Context: an optimization exercise on an open-source flow, tuned for small area, a short achievable clock period and few clock cycles per item. The choices shown serve that exercise and are no tape-out recipe. Power and IR drop assume default switching activity.

Setup of v32:
==> flow/design.v <==
`timescale 1ns/10ps
`timescale 1ns/10ps
`timescale 1ns/10ps
`timescale 1ns/10ps
`timescale 1ns/10ps
module fp_add_unit
(
  input  logic        clk_i,
  input  logic        rst_n_i,
  input  logic [31:0] op_a_i,
  input  logic [31:0] op_b_i,
  input  logic        op_i,
  input  logic        valid_i,
  output logic [35:0] result_o
);
  logic        sa, sb;
  logic [7:0]  ea, eb;
  logic        a_ge, e_lt;
  logic [7:0]  d_ab, d_ba, d;
  assign sa = op_a_i[31];
  assign sb = op_b_i[31] ^ op_i;
  assign ea = op_a_i[30:23];
  assign eb = op_b_i[30:23];
  assign a_ge = op_a_i[30:0] >= op_b_i[30:0];
  assign {e_lt, d_ab} = {1'b0, ea} - {1'b0, eb};
  assign d_ba         = eb - ea;
  assign d            = e_lt ? d_ba : d_ab;
  logic        v1q, sign1q, sub1q, age1q, ha1q, hb1q, near1q, far1q;
  logic [7:0]  e1q;
  logic [4:0]  s1q;
  logic [22:0] fa1q, fb1q;
  always_ff @(posedge clk_i) begin
    if (!rst_n_i) v1q <= 1'b0;
    else          v1q <= valid_i;
    sign1q <= a_ge ? sa : sb;
    sub1q  <= sa ^ sb;
    age1q  <= a_ge;
    e1q    <= e_lt ? eb : ea;
    near1q <= d <= 8'd24;
    far1q  <= d >= 8'd48;
    s1q    <= (d <= 8'd24) ? d[4:0] : 5'(d - 8'd23);
    ha1q   <= |ea;
    hb1q   <= |eb;
    fa1q   <= op_a_i[22:0];
    fb1q   <= op_b_i[22:0];
  end
  logic [23:0] mb, ms;
  logic [24:0] y2;
  logic        sticky2;
  assign mb = age1q ? {ha1q, fa1q} : {hb1q, fb1q};
  assign ms = age1q ? {hb1q, fb1q} : {ha1q, fa1q};
  logic [24:0] t0, t1, t2, t3, t4, t5;
  logic [4:0]  out;
  assign t0     = {ms, 1'b0};
  assign out[4] = s1q[4] & |t0[15:0];
  assign t1     = s1q[4] ? {16'd0, t0[24:16]} : t0;
  assign out[3] = s1q[3] & |t1[7:0];
  assign t2     = s1q[3] ? {8'd0, t1[24:8]} : t1;
  assign out[2] = s1q[2] & |t2[3:0];
  assign t3     = s1q[2] ? {4'd0, t2[24:4]} : t2;
  assign out[1] = s1q[1] & |t3[1:0];
  assign t4     = s1q[1] ? {2'd0, t3[24:2]} : t3;
  assign out[0] = s1q[0] & t4[0];
  assign t5     = s1q[0] ? {1'd0, t4[24:1]} : t4;
  assign y2 = near1q ? t5 : 25'd0;
  assign sticky2 = near1q ? |out : ~far1q & |t5;
  logic        v2q, nan2q, sign2q, sub2q, cin2q;
  logic [7:0]  e2q;
  logic [23:0] mb2q;
  logic [24:0] y2q;
  always_ff @(posedge clk_i) begin
    if (!rst_n_i) v2q <= 1'b0;
    else          v2q <= v1q;
    nan2q  <= (&e1q) & ((|mb[22:0]) | ((s1q == 5'd0) & near1q & sub1q));
    sign2q <= sign1q;
    sub2q  <= sub1q;
    e2q    <= e1q;
    mb2q   <= mb;
    y2q    <= y2 ^ {25{sub1q}};
    cin2q  <= sub1q & ~sticky2;
  end
  logic [25:0] r3;
  assign r3 = {1'b0, mb2q, cin2q} + {sub2q, y2q};
  logic        v3q, nan3q, sign3q;
  logic [7:0]  e3q;
  logic [25:0] r3q;
  always_ff @(posedge clk_i) begin
    if (!rst_n_i) v3q <= 1'b0;
    else          v3q <= v2q;
    nan3q  <= nan2q;
    sign3q <= sign2q;
    e3q    <= e2q;
    r3q    <= r3;
  end
  logic [31:0] lzin;
  logic [4:0]  lz;
  logic        carry;
  logic [24:0] n0, n1, n2, n3, n4;
  assign lzin  = {r3q[24:0], 7'h7F};
  assign carry = r3q[25];
  always_comb begin
    logic [1:0] z2 [16];
    logic [2:0] z4 [8];
    logic [3:0] z8 [4];
    logic [4:0] z16 [2];
    for (int i = 0; i < 16; i++)
      z2[i] = lzin[2*i+1] ? 2'd0 : lzin[2*i] ? 2'd1 : 2'd2;
    for (int i = 0; i < 8; i++)
      z4[i] = z2[2*i+1][1] ? {z2[2*i][1], ~z2[2*i][1], z2[2*i][0]}
                           : {1'b0, z2[2*i+1]};
    for (int i = 0; i < 4; i++)
      z8[i] = z4[2*i+1][2] ? {z4[2*i][2], ~z4[2*i][2], z4[2*i][1:0]}
                           : {1'b0, z4[2*i+1]};
    for (int i = 0; i < 2; i++)
      z16[i] = z8[2*i+1][3] ? {z8[2*i][3], ~z8[2*i][3], z8[2*i][2:0]}
                            : {1'b0, z8[2*i+1]};
    lz = z16[1][4] ? {1'b1, z16[0][3:0]} : z16[1][4:0];
  end
  assign n0 = lz[4] ? {r3q[8:0], 16'd0} : r3q[24:0];
  assign n1 = lz[3] ? {n0[16:0], 8'd0} : n0;
  assign n2 = lz[2] ? {n1[20:0], 4'd0} : n1;
  assign n3 = lz[1] ? {n2[22:0], 2'd0} : n2;
  assign n4 = lz[0] ? {n3[23:0], 1'd0} : n3;
  logic        v4q, nan4q, sign4q, carry4q;
  logic [4:0]  lz4q;
  logic [7:0]  e4q;
  logic [22:0] f4q;
  always_ff @(posedge clk_i) begin
    if (!rst_n_i) v4q <= 1'b0;
    else          v4q <= v3q;
    nan4q   <= nan3q;
    sign4q  <= sign3q;
    carry4q <= carry;
    lz4q    <= lz;
    e4q     <= e3q;
    f4q     <= carry ? r3q[24:2] : n4[23:1];
  end
  logic        special, zero, ovf, unf, bw;
  logic [7:0]  e5, el;
  logic [34:0] res;
  assign special = &e4q;
  assign zero    = ~carry4q & (lz4q == 5'd25);
  assign ovf     = carry4q & (e4q == 8'd254);
  assign {bw, el} = {1'b0, e4q} - {4'd0, lz4q};
  assign unf     = ~carry4q & (bw | (el == 8'd0));
  assign e5      = carry4q ? e4q + 8'd1 : el;
  always_comb begin
    if (nan4q)
      res = {32'h7FC0_0000, 3'b001};
    else if (special)
      res = {sign4q, 8'hFF, 23'd0, 3'b000};
    else if (zero)
      res = {32'd0, 3'b000};
    else if (ovf)
      res = {sign4q, 8'hFF, 23'd0, 3'b100};
    else if (unf)
      res = {sign4q, 31'd0, 3'b010};
    else
      res = {sign4q, e5, f4q, 3'b000};
  end
  logic        v5q;
  logic [34:0] res5q;
  always_ff @(posedge clk_i) begin
    if (!rst_n_i) v5q <= 1'b0;
    else          v5q <= v4q;
    res5q <= res;
  end
  assign result_o = {v5q, res5q};
endmodule
==> flow/config.mk <==
export PLATFORM = sky130hd
export DESIGN_NAME = fp_add_unit
export DESIGN_NICKNAME = fp_add_unit
export VERILOG_FILES = /design/flow/design.v
export SDC_FILE = /design/flow/constraint.sdc
export NUM_CORES = 4
export LEC_CHECK = 0
export ABC_CLOCK_PERIOD_IN_PS = 2800
export CAP_MARGIN = 20
export CORE_MARGIN = 2
export CORE_UTILIZATION = 40
export SETUP_SLACK_MARGIN = 2.7
export SLEW_MARGIN = 20
==> flow/constraint.sdc <==
create_clock -name core_clock -period 5.5 [get_ports {clk_i}]
set_input_delay 1.1000 -clock core_clock [delete_from_list [all_inputs] [get_ports {clk_i}]]
set_output_delay 1.1000 -clock core_clock [all_outputs]
set_load 0.01 [all_outputs]
standard.sh (not shown) runs the stock make flow with config.mk's settings and CLKGATE_MAP_FILE= SYNTH_SCRIPT=/design/flow/synth_recipe.tcl, a recipe that flattens the netlist after the stock synthesis.
==> flow/flow/run.sh <==
#!/bin/bash
# The standard layout, with two changes passed to the ORFS scripts through
# their environment: port buffers are plain buffers instead of the resizer's
# default pick (a delay cell), and clock tree synthesis adds no dummy loads.
set -euo pipefail
export BUFFER_PORTS_ARGS="-buffer_cell sky130_fd_sc_hd__buf_2"
export CTS_ARGS="-sink_clustering_enable -repair_clock_nets -dont_use_dummy_load"
bash standard.sh > standard.log 2>&1
v32 went all the way through synthesis, placement and routing and the layout is clean on timing, DRC and antenna.
--- input diff v32..v11 ---
--- a/flow/design.v
+++ b/flow/design.v
@@ -25,9 +25,9 @@
   assign {e_lt, d_ab} = {1'b0, ea} - {1'b0, eb};
   assign d_ba         = eb - ea;
   assign d            = e_lt ? d_ba : d_ab;
-  logic        v1q, sign1q, sub1q, age1q, ha1q, hb1q, near1q, far1q;
+  logic        v1q, sign1q, sub1q, age1q, ha1q, hb1q;
   logic [7:0]  e1q;
-  logic [4:0]  s1q;
+  logic [5:0]  d1q;
   logic [22:0] fa1q, fb1q;
   always_ff @(posedge clk_i) begin
     if (!rst_n_i) v1q <= 1'b0;
@@ -36,9 +36,7 @@
     sub1q  <= sa ^ sb;
     age1q  <= a_ge;
     e1q    <= e_lt ? eb : ea;
-    near1q <= d <= 8'd24;
-    far1q  <= d >= 8'd48;
-    s1q    <= (d <= 8'd24) ? d[4:0] : 5'(d - 8'd23);
+    d1q    <= (|d[7:6]) ? 6'h3F : d[5:0];
     ha1q   <= |ea;
     hb1q   <= |eb;
     fa1q   <= op_a_i[22:0];
@@ -49,21 +47,13 @@
   logic        sticky2;
   assign mb = age1q ? {ha1q, fa1q} : {hb1q, fb1q};
   assign ms = age1q ? {hb1q, fb1q} : {ha1q, fa1q};
-  logic [24:0] t0, t1, t2, t3, t4, t5;
-  logic [4:0]  out;
-  assign t0     = {ms, 1'b0};
-  assign out[4] = s1q[4] & |t0[15:0];
-  assign t1     = s1q[4] ? {16'd0, t0[24:16]} : t0;
-  assign out[3] = s1q[3] & |t1[7:0];
-  assign t2     = s1q[3] ? {8'd0, t1[24:8]} : t1;
-  assign out[2] = s1q[2] & |t2[3:0];
-  assign t3     = s1q[2] ? {4'd0, t2[24:4]} : t2;
-  assign out[1] = s1q[1] & |t3[1:0];
-  assign t4     = s1q[1] ? {2'd0, t3[24:2]} : t3;
-  assign out[0] = s1q[0] & t4[0];
-  assign t5     = s1q[0] ? {1'd0, t4[24:1]} : t4;
-  assign y2 = near1q ? t5 : 25'd0;
-  assign sticky2 = near1q ? |out : ~far1q & |t5;
+  assign y2 = (d1q > 6'd24) ? 25'd0 : ({ms, 1'b0} >> d1q[4:0]);
+  always_comb begin
+    sticky2 = 1'b0;
+    for (int j = 0; j < 24; j++)
+      if (ms[j] && (d1q >= 6'(j + 2)) && (d1q <= 6'(j + 24)))
+        sticky2 = 1'b1;
+  end
   logic        v2q, nan2q, sign2q, sub2q, cin2q;
   logic [7:0]  e2q;
   logic [23:0] mb2q;
@@ -71,7 +61,7 @@
   always_ff @(posedge clk_i) begin
     if (!rst_n_i) v2q <= 1'b0;
     else          v2q <= v1q;
-    nan2q  <= (&e1q) & ((|mb[22:0]) | ((s1q == 5'd0) & near1q & sub1q));
+    nan2q  <= (&e1q) & ((|mb[22:0]) | ((d1q == 6'd0) & sub1q));
     sign2q <= sign1q;
     sub2q  <= sub1q;
     e2q    <= e1q;
@@ -135,15 +125,14 @@
     e4q     <= e3q;
     f4q     <= carry ? r3q[24:2] : n4[23:1];
   end
-  logic        special, zero, ovf, unf, bw;
-  logic [7:0]  e5, el;
+  logic        special, zero, ovf, unf;
+  logic [7:0]  e5;
   logic [34:0] res;
   assign special = &e4q;
   assign zero    = ~carry4q & (lz4q == 5'd25);
   assign ovf     = carry4q & (e4q == 8'd254);
-  assign {bw, el} = {1'b0, e4q} - {4'd0, lz4q};
-  assign unf     = ~carry4q & (bw | (el == 8'd0));
-  assign e5      = carry4q ? e4q + 8'd1 : el;
+  assign unf     = ~carry4q & ({3'd0, lz4q} >= e4q);
+  assign e5      = carry4q ? e4q + 8'd1 : e4q - {3'd0, lz4q};
   always_comb begin
     if (nan4q)
       res = {32'h7FC0_0000, 3'b001};
## What came out
- v11 reached the final stage; the timing, design-rule and antenna checks on its layout passed.
- v11 against v32: critical path depth moved up, buffer share of cell area moved down, post-route total power moved down.
- v11 ended up with a lower area fraction in and, or, nand and nor cells after synthesis than v32 did.
- Compared with v32, in v11 peak fanout along the critical path +1; final period utilization shows an increase of 6.8 points.
No run of this note included a check of the RTL's function; only the layout flow was run.

==> afterwards: timing with drivers on the ports <==
In the flow no input, the clock included, has a driving cell. The finished layouts below were timed again as built, in two steps. Step 1 assumes that a clkbuf_16 drives the clock port and a buf_2 every other input. Step 2 times the ports against the registers' clock, not the clock port: input delays grow and output delays shrink by t, the midpoint of the rising clock arrivals with the driver on. a / b / c = ideal / step 1 / step 2; a / b = the first two.
run | shift t [ns] | slack for setup (ns) | slew at the worst register clock pin (ns) | pins driven straight from the clock port
v32 | 0.560 | 2.627 / 2.632 / 2.072 | 0.06 / 0.06 | 1
v11 | 0.558 | 2.252 / 2.227 / 1.669 | 0.06 / 0.06 | 1
After both steps every run listed still meets setup and hold. The setup slack of v11, which loses most, moves by -0.025 ns with the drivers and by -0.583 ns with both steps.
